What follows belongs to an exercise in optimizing a design on an open flow for small area, a short achievable clock period and few clock cycles per item; a production flow would make more cautious choices. Only simulation tests tie the RTL to the original design; equivalence was not proved. Power figures rest on the tool's default switching activity, not on a simulated workload.

Design reorder_buffer_commit_retire_unit, start of the top module:
module reorder_buffer_commit_retire_unit
#(
    parameter int RING_DEPTH = 64
) (
    input  wire logic                  i_clk,
    input  wire logic                  i_rst_n,
    input  wire logic                  start,
    output logic                       busy,
    input  wire logic [35:0]           i_cmd,
    output logic                       o_done,
    output logic [101:0]               o_result,
    input  wire logic                  i_cfg_we,
    input  wire logic [1:0]            i_cfg_index,
    input  wire logic [6:0]            i_cfg_data
);
    rbcr_pkg::t_in       cmd;
    rbcr_pkg::t_out      result;
    assign cmd      = i_cmd;
    assign o_result = result;
    rbcr_datapath u_datapath (
        .i_clk       (i_clk),
        .i_rst_n     (i_rst_n),
        .i_start     (start),
        .i_cfg_we    (i_cfg_we),
        .i_cfg_index (i_cfg_index),
  ...
Size: roughly 150 I/O pins, roughly 14000 µm² of cells after synthesis.
Settings: LEC_CHECK=0, ABC_CLOCK_PERIOD_IN_PS=2500, CAP_MARGIN=20, CORE_MARGIN=2, CORE_UTILIZATION=40, SETUP_SLACK_MARGIN=2.0, SLEW_MARGIN=20; clock period 5.0 ns.
standard.sh (not shown) runs the stock make flow with config.mk's settings and CLKGATE_MAP_FILE= SYNTH_SCRIPT=/design/flow/synth_recipe.tcl, a recipe that flattens the netlist after the stock synthesis.
==> flow/flow/run.sh <==
#!/bin/bash
# The standard layout, with two resizer options changed: the port
# buffers are plain buffers (the default pick is a slow delay buffer), and
# resizing may swap a cell for one of another footprint.
set -euo pipefail
bash standard.sh "BUFFER_PORTS_ARGS=-buffer_cell sky130_fd_sc_hd__buf_1" \
    MATCH_CELL_FOOTPRINT=0 finish > make_finish.log 2>&1
The first run went through all stages and came out clean.
Testbench counts at the start, summed over its fixed seeds: cycles 24,121, items 24,000.
==> next run, changes <==
==> flow/flow/run.sh (replaced) <==
#!/bin/bash
# The standard layout, with resizer and synthesis options changed:
# - the port buffers are plain buffers (the default pick is a slow delay buffer);
# - resizing may swap a cell for one of another footprint;
# - adders are left to ABC instead of being mapped to the library's
#   ripple full/half-adder cells, so ABC can restructure them for speed.
set -euo pipefail
bash standard.sh "BUFFER_PORTS_ARGS=-buffer_cell sky130_fd_sc_hd__buf_1" \
    MATCH_CELL_FOOTPRINT=0 ADDER_MAP_FILE= finish > make_finish.log 2>&1
--- a/flow/config.mk
+++ b/flow/config.mk
@@ -8 +7,0 @@
-export ABC_CLOCK_PERIOD_IN_PS = 2500
@@ -12 +11 @@
-export SETUP_SLACK_MARGIN = 2.0
+export SETUP_SLACK_MARGIN = 1.5
Setup slack is worse by 0.10 ns.
Non-clock buffer count drops by 20.
Synthesized area drops by a few percent.
Combinational power drops by a quarter to a third.
Global-route usage drops by 0.82 points.
Hold slack is better by 0.024 ns.
Maximum frequency drops by a few percent.
Wire length drops by a little under a tenth.

========
reorder_buffer_commit_retire_unit, a different RTL version from the one above (not shown whole).
Size in the first run: roughly 270 flip-flops, roughly 150 I/O pins, about 14000 sq um of cells after synthesis.
==> flow/config.mk <==
export PLATFORM = sky130hd
export DESIGN_NAME = reorder_buffer_commit_retire_unit
export DESIGN_NICKNAME = reorder_buffer_commit_retire_unit
export VERILOG_FILES = /design/flow/design.v
export SDC_FILE = /design/flow/constraint.sdc
export NUM_CORES = 4
export LEC_CHECK = 0
export CAP_MARGIN = 20
export CORE_MARGIN = 2
export CORE_UTILIZATION = 50
export CTS_CLUSTER_DIAMETER = 150
export CTS_CLUSTER_SIZE = 30
export SETUP_SLACK_MARGIN = 1.8
export SLEW_MARGIN = 20
==> flow/constraint.sdc <==
create_clock -name core_clock -period 5.0 [get_ports {i_clk}]
set_input_delay 1.0000 -clock core_clock [delete_from_list [all_inputs] [get_ports {i_clk}]]
set_output_delay 1.0000 -clock core_clock [all_outputs]
set_load 0.01 [all_outputs]
==> flow/flow/run.sh <==
#!/bin/bash
# The standard layout, with resizer and synthesis options changed:
# - the port buffers are plain buffers (the default pick is a slow delay buffer);
# - resizing may swap a cell for one of another footprint;
# - adders are left to ABC instead of being mapped to the library's
#   ripple full/half-adder cells, so ABC can restructure them for speed.
set -euo pipefail
bash standard.sh "BUFFER_PORTS_ARGS=-buffer_cell sky130_fd_sc_hd__buf_1" \
    MATCH_CELL_FOOTPRINT=0 ADDER_MAP_FILE= finish > make_finish.log 2>&1
Testbench counts at the start, summed over its fixed seeds: cycles 24,121, items 24,000.
==> next run, changes <==
- CORE_UTILIZATION: 50 -> 40
- CTS_CLUSTER_DIAMETER: 150 -> default
- CTS_CLUSTER_SIZE: 30 -> default
- SETUP_SLACK_MARGIN: 1.8 -> 2.0
Area after synthesis is unchanged.
Fmax goes up by 1.3%.
Final area went up by 8.0%.
Count of clock-buffer cells in the layout rises by 29.
Non-clock buffer count is higher by 22.
Worst setup slack gains 0.042 ns.
First-iteration DRC count fell by 11%.
==> next run, changes <==
- CORE_UTILIZATION: 40 -> 50
- SETUP_SLACK_MARGIN: 2.0 -> 1.8
Design area fell by 5.1%; via count fell by 1.8%; synthesized area is unchanged; synthesized cell count does not change.
==> next run, changes <==
- CORE_UTILIZATION: 50 -> 40
- CTS_BUF_LIST: default -> sky130_fd_sc_hd__clkbuf_4 sky130_fd_sc_hd__clkbuf_8
Clock skew goes up by 0.015 ns.
Hold slack is about the same.
Setup slack gets worse by 0.014 ns.
Critical path depth increases by 1.

========
RTL: one of the versions met above, not the one the previous note started from.
For scale: roughly 260 flip-flops, roughly 14000 um2 of cells after synthesis.
==> flow/config.mk <==
export PLATFORM = sky130hd
export DESIGN_NAME = reorder_buffer_commit_retire_unit
export DESIGN_NICKNAME = reorder_buffer_commit_retire_unit
export VERILOG_FILES = /design/flow/design.v
export SDC_FILE = /design/flow/constraint.sdc
export NUM_CORES = 4
export LEC_CHECK = 0
export CAP_MARGIN = 20
export CORE_MARGIN = 2
export CORE_UTILIZATION = 40
export SETUP_SLACK_MARGIN = 1.5
export SLEW_MARGIN = 20
==> flow/constraint.sdc <==
create_clock -name core_clock -period 5.0 [get_ports {i_clk}]
set_input_delay 1.0000 -clock core_clock [delete_from_list [all_inputs] [get_ports {i_clk}]]
set_output_delay 1.0000 -clock core_clock [all_outputs]
set_load 0.01 [all_outputs]
==> flow/flow/run.sh <==
#!/bin/bash
# The standard layout, with two resizer options changed: the port
# buffers are plain buffers (the default pick is a slow delay buffer), and
# resizing may swap a cell for one of another footprint.
set -euo pipefail
bash standard.sh "BUFFER_PORTS_ARGS=-buffer_cell sky130_fd_sc_hd__buf_1" \
    MATCH_CELL_FOOTPRINT=0 finish > make_finish.log 2>&1
Testbench counts at the start, summed over its fixed seeds: cycles 24,121, items 24,000.
==> next run, changes <==
==> flow/flow/run.sh (replaced) <==
#!/bin/bash
# The standard layout, with resizer and synthesis options changed:
# - the port buffers are plain buffers (the default pick is a slow delay buffer);
# - resizing may swap a cell for one of another footprint;
# - adders are left to ABC instead of being mapped to the library's
#   ripple full/half-adder cells, so ABC can restructure them for speed.
set -euo pipefail
bash standard.sh "BUFFER_PORTS_ARGS=-buffer_cell sky130_fd_sc_hd__buf_1" \
    MATCH_CELL_FOOTPRINT=0 ADDER_MAP_FILE= finish > make_finish.log 2>&1
--- a/flow/config.mk
+++ b/flow/config.mk
@@ -11 +11 @@
-export SETUP_SLACK_MARGIN = 1.5
+export SETUP_SLACK_MARGIN = 2.6
Result:
- global-route usage rose by 1.1 points
- power fell by 0.66%
- final cell count rose by 1.7%
- via count hardly moves
- synthesized area fell by 4.6%
==> next run, changes <==
==> flow/run.sh (new file) <==
#!/bin/bash
# synth_recipe.tcl (not shown) runs the flow's synth.tcl, then flattens the netlist and writes it again
# the make line also repeats each setting of config.mk as NAME=value (left out here)
make -C /OpenROAD-flow-scripts/flow DESIGN_CONFIG=/design/flow/config.mk WORK_HOME=/design/flow/orfs CLKGATE_MAP_FILE= SYNTH_SCRIPT=/design/flow/synth_recipe.tcl finish
--- a/flow/config.mk
+++ b/flow/config.mk
@@ -11 +11 @@
-export SETUP_SLACK_MARGIN = 2.6
+export SETUP_SLACK_MARGIN = 1.5
removed: flow/flow/run.sh
removed: flow/standard.sh
Worst setup slack got worse by 39 ps; design area falls by 3.4%; non-clock buffer count is lower by 89; final cell count shrinks by 0.73%; combinational power went up by 18%; sequential share of layout area goes up by 0.94 points.
==> next run, changes <==
==> flow/flow/run.sh (new file) <==
#!/bin/bash
# The standard layout, with resizer and synthesis options changed:
# - the port buffers are plain buffers (the default pick is a slow delay buffer);
# - resizing may swap a cell for one of another footprint;
# - adders are left to ABC instead of being mapped to the library's
#   ripple full/half-adder cells, so ABC can restructure them for speed.
set -euo pipefail
bash standard.sh "BUFFER_PORTS_ARGS=-buffer_cell sky130_fd_sc_hd__buf_1" \
    MATCH_CELL_FOOTPRINT=0 ADDER_MAP_FILE= finish > make_finish.log 2>&1
==> flow/standard.sh (new file) <==
#!/bin/bash
# synth_recipe.tcl (not shown) runs the flow's synth.tcl, then flattens the netlist and writes it again
# the make line also repeats each setting of config.mk as NAME=value (left out here)
make -C /OpenROAD-flow-scripts/flow DESIGN_CONFIG=/design/flow/config.mk WORK_HOME=/design/flow/orfs CLKGATE_MAP_FILE= SYNTH_SCRIPT=/design/flow/synth_recipe.tcl "${@:-finish}"
--- a/flow/config.mk
+++ b/flow/config.mk
@@ -10 +10 @@
-export CORE_UTILIZATION = 40
+export CORE_UTILIZATION = 60
removed: flow/run.sh
Outcome:
- synthesized cell count went down by about 3%
- via count falls by 5.3%
- final area is lower by 11%
- area after synthesis shrinks by about 4.6%
- die area goes down by about 36%
- worst hold slack gains 25 ps
- power went down by about 9%
==> next run, changes <==
--- a/flow/config.mk
+++ b/flow/config.mk
@@ -10,2 +10,2 @@
-export CORE_UTILIZATION = 60
-export SETUP_SLACK_MARGIN = 1.5
+export CORE_UTILIZATION = 40
+export SETUP_SLACK_MARGIN = 2.0
Effect: The changed run completed without violations. Via count rose by a few percent. Wire length rose by roughly a tenth. Combinational power rose by about a fifth. Total power rose by a few percent. Utilization fell by 18 points. Worst setup slack is better by 180 ps. Sequential cell count does not change. Hold slack is worse by 8.2 ps. Area after synthesis stays the same. Non-clock buffer count rose by 66.

========
reorder_buffer_commit_retire_unit with an RTL version that a note above also has.
For scale: roughly 1500 cells after synthesis, about 270 flip-flops, about 150 I/O pins, ~0.014 mm2 of cells after synthesis.
==> flow/config.mk <==
export PLATFORM = sky130hd
export DESIGN_NAME = reorder_buffer_commit_retire_unit
export DESIGN_NICKNAME = reorder_buffer_commit_retire_unit
export VERILOG_FILES = /design/flow/design.v
export SDC_FILE = /design/flow/constraint.sdc
export NUM_CORES = 4
export LEC_CHECK = 0
export CAP_MARGIN = 20
export CORE_MARGIN = 2
export CORE_UTILIZATION = 50
export CTS_CLUSTER_DIAMETER = 150
export CTS_CLUSTER_SIZE = 25
export SETUP_SLACK_MARGIN = 1.9
export SLEW_MARGIN = 20
==> flow/constraint.sdc <==
create_clock -name core_clock -period 5.0 [get_ports {i_clk}]
set_input_delay 1.0000 -clock core_clock [delete_from_list [all_inputs] [get_ports {i_clk}]]
set_output_delay 1.0000 -clock core_clock [all_outputs]
set_load 0.01 [all_outputs]
==> flow/flow/run.sh <==
#!/bin/bash
# The standard layout, with resizer and synthesis options changed:
# - the port buffers are plain buffers (the default pick is a slow delay buffer);
# - resizing may swap a cell for one of another footprint;
# - adders are left to ABC instead of being mapped to the library's
#   ripple full/half-adder cells, so ABC can restructure them for speed.
set -euo pipefail
bash standard.sh "BUFFER_PORTS_ARGS=-buffer_cell sky130_fd_sc_hd__buf_1" \
    MATCH_CELL_FOOTPRINT=0 ADDER_MAP_FILE= finish > make_finish.log 2>&1
Testbench counts at the start, summed over its fixed seeds: cycles 24,121, items 24,000.
Then changed:
CORE_UTILIZATION = 60   (was 50)
CTS_CLUSTER_DIAMETER = not set   (was 150)
CTS_CLUSTER_SIZE = not set   (was 25)
SETUP_SLACK_MARGIN = 1.8   (was 1.9)
Outcome: Worst hold slack is about the same. Final area barely changes. First-iteration DRC count climbs by 38%. Die area drops by about 16%. Combinational power drops by about 5%. Synthesized cell count is unchanged. Maximum frequency drops by about 2.6%. Sequential share of layout area stays flat. Count of clock-buffer cells in the layout climbs by 25.
Then changed:
CORE_UTILIZATION = 50   (was 60)
CTS_CLUSTER_DIAMETER = 150   (was not set)
CTS_CLUSTER_SIZE = 25   (was not set)
SETUP_SLACK_MARGIN = 1.7   (was 1.8)
Result: The changed run completed with no timing, DRC or antenna violations; clock power drops by about 43%; power falls by 20%; sequential power hardly moves; die area went up by about 20%; clock-buffer cell count drops by 24.
Then changed:
CORE_UTILIZATION = 40   (was 50)
CTS_CLUSTER_DIAMETER = not set   (was 150)
CTS_CLUSTER_SIZE = not set   (was 25)
SETUP_SLACK_MARGIN = 2.1   (was 1.7)
The changed run ran to the end with no violations.
Via count is higher by 5.9%.
First-iteration DRC count is higher by 2.4%.
Area after synthesis is unchanged.
Clock power is higher by 85%.
Global-route usage is lower by 3.6 points.
Total power is higher by 30%.
Sequential share of layout area is lower by 4.4 points.
Final cell count is higher by 9.6%.
Setup slack gains 0.059 ns.
Non-clock buffer count is higher by 43.

========
Setup of build 25:
reorder_buffer_commit_retire_unit again, from the RTL that the note above started with.
// reorder_buffer_commit_retire_unit
module reorder_buffer_commit_retire_unit
#(
    parameter int RING_DEPTH = 64
) (
    input  wire logic                  i_clk,
    input  wire logic                  i_rst_n,
    input  wire logic                  start,
    output logic                       busy,
    input  wire logic [35:0]           i_cmd,
    output logic                       o_done,
    output logic [101:0]               o_result,
    input  wire logic                  i_cfg_we,
    input  wire logic [1:0]            i_cfg_index,
    input  wire logic [6:0]            i_cfg_data
);
    rbcr_pkg::t_in       cmd;
    rbcr_pkg::t_out      result;
    assign cmd      = i_cmd;
    assign o_result = result;
    rbcr_datapath u_datapath (
        .i_clk       (i_clk),
        .i_rst_n     (i_rst_n),
        .i_start     (start),
        .i_cfg_we    (i_cfg_we),
        .i_cfg_index (i_cfg_index),
        .i_cfg_data  (i_cfg_data),
        .i_cmd       (cmd),
        .o_busy      (busy),
        .o_done      (o_done),
        .o_result    (result)
    );
endmodule
export LEC_CHECK = 0
export CAP_MARGIN = 20
export CORE_MARGIN = 2
export CORE_UTILIZATION = 60
export CTS_CLUSTER_DIAMETER = 150
export CTS_CLUSTER_SIZE = 25
export SETUP_SLACK_MARGIN = 1.8
export SLEW_MARGIN = 20
create_clock -name core_clock -period 5.0 [get_ports {i_clk}]
Scripts as last shown in full above: flow/flow/run.sh
Testbench counts of build 25, summed over its fixed seeds: cycles 24,121, items 24,000.
Relative to build 25, the following input files were edited for build 12:
Settings: putting PLACE_DENSITY at 0.8 where nothing was set; swapping 60 for 50 in CORE_UTILIZATION.
Findings:
Critical path depth ended up 3 lower on build 12 than on build 25.
In the flow results for build 12 and build 25, the total power per unit cell area is smaller on build 12.
Diff build 12 and build 25: clock power lower in build 12
Build 25 → build 12: total wire length went up, placement-stage worst setup slack rose 0.052 ns, hold slack has increased, number of non-filler instances in the completed layout +67.
Max minimum setup slack in the final design across build 12 and build 25: build 25
The fraction of met1 tracks used by global routing of build 12 is lower than that of build 25.
Run comparison: build 25 capturing element of the worst setup path u_datapath.r_insns[27]$_SDFFE_PN0P_; build 12 capturing element of the worst setup path u_datapath.r_probe[0]$_SDFFE_PN1P_
Input changes introduced in build 85 (baseline for comparison: build 12):
Settings: PLACE_DENSITY: 0.8 -> unset; SETUP_SLACK_MARGIN: 1.8 -> 2.0.
Build 85 reached the final stage; the timing, DRC and antenna checks on its layout passed.
Going from build 12 to build 85, clock period minus worst slack fell 0.087 ns, via count lost about 3%.
Higher power share of the sequential group was reported by build 12, not build 85.
Taking build 12 as the reference, in build 85 fmax picked up an extra 8.6 MHz; worst path setup slack after routing picked up an extra 0.087 ns; clock-pin transition on the worst setup and hold timing paths neither gained nor lost much; routed wire length picked up an extra about 2%.
Re synthesized area: no difference whatsoever between build 12 and build 85.
Share of total power in combinational logic, build 12 and build 85: smaller value in build 12
On final area, the lower figure sits with build 12, not build 85.
Going from build 12 to build 85, data arrival time at the worst-slack endpoint shrinks by 0.08 ns.

## port drivers added, routing unchanged
Ports are ideal in the flow. The routed layouts listed here were re-timed in OpenROAD. Step 1, drivers: a clkbuf_16 drives i_clk and a buf_2 each remaining input, both assumed. Step 2 times the ports against the registers' clock, not the clock port: input delays grow and output delays shrink by t, the midpoint of the rising clock arrivals with the driver on. a / b / c = ideal / step 1 / step 2; a / b = the first two.
| run | t, ns | setup WS [ns] | worst setup path after step 2 | worst slew at a driven data input, ns |
|---|---|---|---|---|
| the first run of note 1 | 0.604 | 1.648 / 1.648 / 1.435 | input to register | 0.06 |
| the second run of note 1 | 0.605 | 1.546 / 1.536 / 0.931 | input to register | 0.06 |
| the first run of note 2 | 0.543 | 1.826 / 1.826 / 1.323 | input to register | 0.05 |
| the second run of note 2 | 0.601 | 1.868 / 1.868 / 1.354 | input to register | 0.06 |
| the third run of note 2 | 0.601 | 1.847 / 1.849 / 1.250 | input to register | 0.05 |
| the fourth run of note 2 | 0.623 | 1.833 / 1.793 / 1.171 | input to register | 0.13 |
| the first run of note 3 | 0.600 | 1.560 / 1.560 / 1.044 | input to register | 0.07 |
| the second run of note 3 | 0.608 | 1.614 / 1.602 / 0.994 | input to register | 0.07 |
| the third run of note 3 | 0.611 | 1.575 / 1.520 / 1.039 | input to register | 0.06 |
| the fourth run of note 3 | 0.585 | 1.450 / 1.451 / 0.865 | input to register | 0.06 |
| the fifth run of note 3 | 0.610 | 1.630 / 1.604 / 0.994 | input to register | 0.07 |
| the first run of note 4 | 0.554 | 1.864 / 1.860 / 1.306 | input to register | 0.07 |
| the second run of note 4 | 0.595 | 1.780 / 1.799 / 1.203 | input to register | 0.07 |
| the third run of note 4 | 0.558 | 1.780 / 1.780 / 1.231 | input to register | 0.06 |
| the fourth run of note 4 | 0.613 | 1.839 / 1.839 / 1.235 | input to register | 0.09 |
| build 25 | 0.544 | 1.835 / 1.855 / 1.311 | input to register | 0.07 |
| build 12 | 0.546 | 1.775 / 1.775 / 1.270 | input to register | 0.06 |
| build 85 | 0.548 | 1.862 / 1.862 / 1.323 | input to register | 0.07 |
After both steps setup and hold are still met in every run listed. For the fourth run of note 2, which loses most, drivers alone change the setup slack by -0.040 ns; drivers and shift together by -0.662 ns.
